What follows belongs to an exercise in optimizing a design on an open flow for small area; a production flow would make more cautious choices.
Only simulation tests tie the RTL to the original design; equivalence was not proved.
No activity file was given, so power comes from the tool's default toggle rates.

// adc_capture_top
module adc_capture_top (
  input  logic         adc_clk,
  input  logic         dcm_reset,
  input  logic [31:0]  lane,
  input  logic         sync,
  input  logic         overrange,
  input  logic         out_ready,
  output logic [133:0] out_frame,
  output logic         out_valid,
  output logic         overflow
);
For scale: about 2,100 cells after synthesis, roughly 1,200 flip-flops, roughly 170 I/O pins, roughly 0.041 mm^2 of cells after synthesis.
Settings: LEC_CHECK=0, CAP_MARGIN=20, CORE_MARGIN=2, CORE_UTILIZATION=40, PLACE_DENSITY=0.6, SLEW_MARGIN=20; clock period 5.0 ns.
standard.sh (not shown) runs the stock make flow with config.mk's settings and CLKGATE_MAP_FILE= SYNTH_SCRIPT=/design/flow/synth_recipe.tcl, a recipe that flattens the netlist after the stock synthesis.
==> flow/flow/run.sh <==
#!/bin/bash
# Standard ORFS layout (the standard.sh), with smaller port buffers and a
# clock tree built from larger sink clusters without dummy loads.
set -euo pipefail
cd "$(dirname "$0")/.."
bash standard.sh \
  "BUFFER_PORTS_ARGS=-buffer_cell sky130_fd_sc_hd__buf_1" \
  "CTS_ARGS=-sink_clustering_enable -repair_clock_nets -sink_clustering_size 25 -sink_clustering_max_diameter 80 -dont_use_dummy_load" \
  finish > flow_make.log 2>&1
Change:
==> flow/run.sh (new file) <==
#!/bin/bash
# synth_recipe.tcl (not shown) runs the flow's synth.tcl, then flattens the netlist and writes it again
# the make line also repeats each setting of config.mk as NAME=value (left out here)
make -C /OpenROAD-flow-scripts/flow DESIGN_CONFIG=/design/flow/config.mk WORK_HOME=/design/flow/orfs CLKGATE_MAP_FILE= SYNTH_SCRIPT=/design/flow/synth_recipe.tcl finish
--- a/flow/config.mk
+++ b/flow/config.mk
@@ -8,5 +8,6 @@
 export CAP_MARGIN = 20
 export CORE_MARGIN = 2
-export CORE_UTILIZATION = 40
-export PLACE_DENSITY = 0.6
+export CORE_UTILIZATION = 60
+export CTS_BUF_LIST = sky130_fd_sc_hd__clkbuf_4
+export PLACE_DENSITY = 0.75
 export SLEW_MARGIN = 20
removed: flow/flow/run.sh
removed: flow/standard.sh
Fmax fell by about a fifth.
Final area goes up by a few percent.
Setup slack degrades by 0.74 ns.
Area after synthesis is unchanged.
Flip-flop and latch count stays the same.
Cell count is about the same.
Hold slack degrades by 0.056 ns.
Sequential power hardly moves.


lane 1:
Another version of the RTL of adc_capture_top (not shown whole).
For scale: ~1900 cells after synthesis, ~0.040 sq mm of cells after synthesis.
// adc_capture_top
module adc_capture_top (
  input  logic         adc_clk,
  input  logic         dcm_reset,
  input  logic [31:0]  lane,
  input  logic         sync,
  input  logic         overrange,
  input  logic         out_ready,
  output logic [133:0] out_frame,
  output logic         out_valid,
  output logic         overflow
);
==> flow/config.mk <==
export PLATFORM = sky130hd
export DESIGN_NAME = adc_capture_top
export DESIGN_NICKNAME = adc_capture_top
export VERILOG_FILES = /design/flow/design.v
export SDC_FILE = /design/flow/constraint.sdc
export NUM_CORES = 4
export LEC_CHECK = 0
export CAP_MARGIN = 20
export CORE_MARGIN = 2
export CORE_UTILIZATION = 50
export PLACE_DENSITY = 0.7
export SLEW_MARGIN = 20
==> flow/constraint.sdc <==
create_clock -name core_clock -period 5.0 [get_ports {adc_clk}]
set_input_delay 1.0000 -clock core_clock [delete_from_list [all_inputs] [get_ports {adc_clk}]]
set_output_delay 1.0000 -clock core_clock [all_outputs]
set_load 0.01 [all_outputs]
==> flow/flow/run.sh <==
#!/bin/bash
# The standard synthesis unchanged, then the standard ORFS layout with smaller port
# buffers, a clock tree of clkbuf_16 over larger sink clusters without dummy loads, and
# no large signal buffers for the resizer.
set -euo pipefail
cd "$(dirname "$0")/.."
bash standard.sh synth > flow_synth.log 2>&1
bash standard.sh \
  "DONT_USE_CELLS=sky130_fd_sc_hd__probe_p_8 sky130_fd_sc_hd__probec_p_8 sky130_fd_sc_hd__lpflow_bleeder_1 sky130_fd_sc_hd__lpflow_clkbufkapwr_1 sky130_fd_sc_hd__lpflow_clkbufkapwr_16 sky130_fd_sc_hd__lpflow_clkbufkapwr_2 sky130_fd_sc_hd__lpflow_clkbufkapwr_4 sky130_fd_sc_hd__lpflow_clkbufkapwr_8 sky130_fd_sc_hd__lpflow_clkinvkapwr_1 sky130_fd_sc_hd__lpflow_clkinvkapwr_16 sky130_fd_sc_hd__lpflow_clkinvkapwr_2 sky130_fd_sc_hd__lpflow_clkinvkapwr_4 sky130_fd_sc_hd__lpflow_clkinvkapwr_8 sky130_fd_sc_hd__lpflow_decapkapwr_12 sky130_fd_sc_hd__lpflow_decapkapwr_3 sky130_fd_sc_hd__lpflow_decapkapwr_4 sky130_fd_sc_hd__lpflow_decapkapwr_6 sky130_fd_sc_hd__lpflow_decapkapwr_8 sky130_fd_sc_hd__lpflow_inputiso0n_1 sky130_fd_sc_hd__lpflow_inputiso0p_1 sky130_fd_sc_hd__lpflow_inputiso1n_1 sky130_fd_sc_hd__lpflow_inputiso1p_1 sky130_fd_sc_hd__lpflow_inputisolatch_1 sky130_fd_sc_hd__lpflow_isobufsrc_1 sky130_fd_sc_hd__lpflow_isobufsrc_16 sky130_fd_sc_hd__lpflow_isobufsrc_2 sky130_fd_sc_hd__lpflow_isobufsrc_4 sky130_fd_sc_hd__lpflow_isobufsrc_8 sky130_fd_sc_hd__lpflow_isobufsrckapwr_16 sky130_fd_sc_hd__lpflow_lsbuf_lh_hl_isowell_tap_1 sky130_fd_sc_hd__lpflow_lsbuf_lh_hl_isowell_tap_2 sky130_fd_sc_hd__lpflow_lsbuf_lh_hl_isowell_tap_4 sky130_fd_sc_hd__lpflow_lsbuf_lh_isowell_4 sky130_fd_sc_hd__lpflow_lsbuf_lh_isowell_tap_1 sky130_fd_sc_hd__lpflow_lsbuf_lh_isowell_tap_2 sky130_fd_sc_hd__lpflow_lsbuf_lh_isowell_tap_4  sky130_fd_sc_hd__buf_8 sky130_fd_sc_hd__buf_12 sky130_fd_sc_hd__buf_16" \
  "BUFFER_PORTS_ARGS=-buffer_cell sky130_fd_sc_hd__buf_1" \
  "CTS_ARGS=-sink_clustering_enable -repair_clock_nets -sink_clustering_size 25 -sink_clustering_max_diameter 80 -dont_use_dummy_load -buf_list sky130_fd_sc_hd__clkbuf_16" \
  finish > flow_layout.log 2>&1
> inputs changed (lane 1 -> lane 2)
==> flow/flow/run.sh <==
#!/bin/bash
# The standard synthesis unchanged, then the standard ORFS layout with smaller port
# buffers, a clock tree of clkbuf_8 over larger sink clusters without dummy loads, and
# no large signal buffers for the resizer.
set -euo pipefail
cd "$(dirname "$0")/.."
bash standard.sh synth > flow_synth.log 2>&1
bash standard.sh \
  "DONT_USE_CELLS=sky130_fd_sc_hd__probe_p_8 sky130_fd_sc_hd__probec_p_8 sky130_fd_sc_hd__lpflow_bleeder_1 sky130_fd_sc_hd__lpflow_clkbufkapwr_1 sky130_fd_sc_hd__lpflow_clkbufkapwr_16 sky130_fd_sc_hd__lpflow_clkbufkapwr_2 sky130_fd_sc_hd__lpflow_clkbufkapwr_4 sky130_fd_sc_hd__lpflow_clkbufkapwr_8 sky130_fd_sc_hd__lpflow_clkinvkapwr_1 sky130_fd_sc_hd__lpflow_clkinvkapwr_16 sky130_fd_sc_hd__lpflow_clkinvkapwr_2 sky130_fd_sc_hd__lpflow_clkinvkapwr_4 sky130_fd_sc_hd__lpflow_clkinvkapwr_8 sky130_fd_sc_hd__lpflow_decapkapwr_12 sky130_fd_sc_hd__lpflow_decapkapwr_3 sky130_fd_sc_hd__lpflow_decapkapwr_4 sky130_fd_sc_hd__lpflow_decapkapwr_6 sky130_fd_sc_hd__lpflow_decapkapwr_8 sky130_fd_sc_hd__lpflow_inputiso0n_1 sky130_fd_sc_hd__lpflow_inputiso0p_1 sky130_fd_sc_hd__lpflow_inputiso1n_1 sky130_fd_sc_hd__lpflow_inputiso1p_1 sky130_fd_sc_hd__lpflow_inputisolatch_1 sky130_fd_sc_hd__lpflow_isobufsrc_1 sky130_fd_sc_hd__lpflow_isobufsrc_16 sky130_fd_sc_hd__lpflow_isobufsrc_2 sky130_fd_sc_hd__lpflow_isobufsrc_4 sky130_fd_sc_hd__lpflow_isobufsrc_8 sky130_fd_sc_hd__lpflow_isobufsrckapwr_16 sky130_fd_sc_hd__lpflow_lsbuf_lh_hl_isowell_tap_1 sky130_fd_sc_hd__lpflow_lsbuf_lh_hl_isowell_tap_2 sky130_fd_sc_hd__lpflow_lsbuf_lh_hl_isowell_tap_4 sky130_fd_sc_hd__lpflow_lsbuf_lh_isowell_4 sky130_fd_sc_hd__lpflow_lsbuf_lh_isowell_tap_1 sky130_fd_sc_hd__lpflow_lsbuf_lh_isowell_tap_2 sky130_fd_sc_hd__lpflow_lsbuf_lh_isowell_tap_4  sky130_fd_sc_hd__buf_8 sky130_fd_sc_hd__buf_12 sky130_fd_sc_hd__buf_16" \
  "BUFFER_PORTS_ARGS=-buffer_cell sky130_fd_sc_hd__buf_1" \
  "CTS_ARGS=-sink_clustering_enable -repair_clock_nets -sink_clustering_size 16 -sink_clustering_max_diameter 60 -dont_use_dummy_load -buf_list sky130_fd_sc_hd__clkbuf_8" \
  finish > flow_layout.log 2>&1
[summary]
Logic gate share of total power (higher): lane 2. Relative to lane 1, final cell count without fillers increased by 1.1% in lane 2. Against lane 1, final non-filler cell area in lane 2 fell slightly. Summary: with lane 1 as the reference, total routed wirelength in lane 2 moved up slightly. In the reports for lane 2 and lane 1, the smaller sequential share of layout area belongs to lane 1.

re-timing with driven ports:
No port has a modelled driver above. Below, the same layouts with a new extraction and two added sets of constraints.
Step 1: set_driving_cell puts a clkbuf_16 on adc_clk and a buf_2 on each other input, an assumption about the parent block.
Step 2, shift: input delay + t, output delay - t, t = (earliest + latest rising clock arrival at the registers) / 2. This alone moves slack from input paths to output paths.
Three values: ideal, step 1, step 2; two values: the first two.
run | t, ns | setup WS [ns] | slew at the worst register clock pin (ns) | worst data-port slew with drivers (ns) | cell pins on the clock port's net
the first run of note 1 | 0.704 | 1.201 / 1.138 / 1.666 | 0.10 / 0.10 | 0.07 | 1
the second run of note 1 | 1.161 | 0.458 / 0.393 / 1.376 | 0.08 / 0.08 | 0.05 | 1
lane 1 | 0.679 | 1.501 / 1.501 / 1.501 | 0.09 / 0.09 | 0.05 | 1
lane 2 | 0.716 | 1.454 / 1.454 / 1.454 | 0.10 / 0.10 | 0.05 | 1
After both steps setup and hold are still met in every run listed.
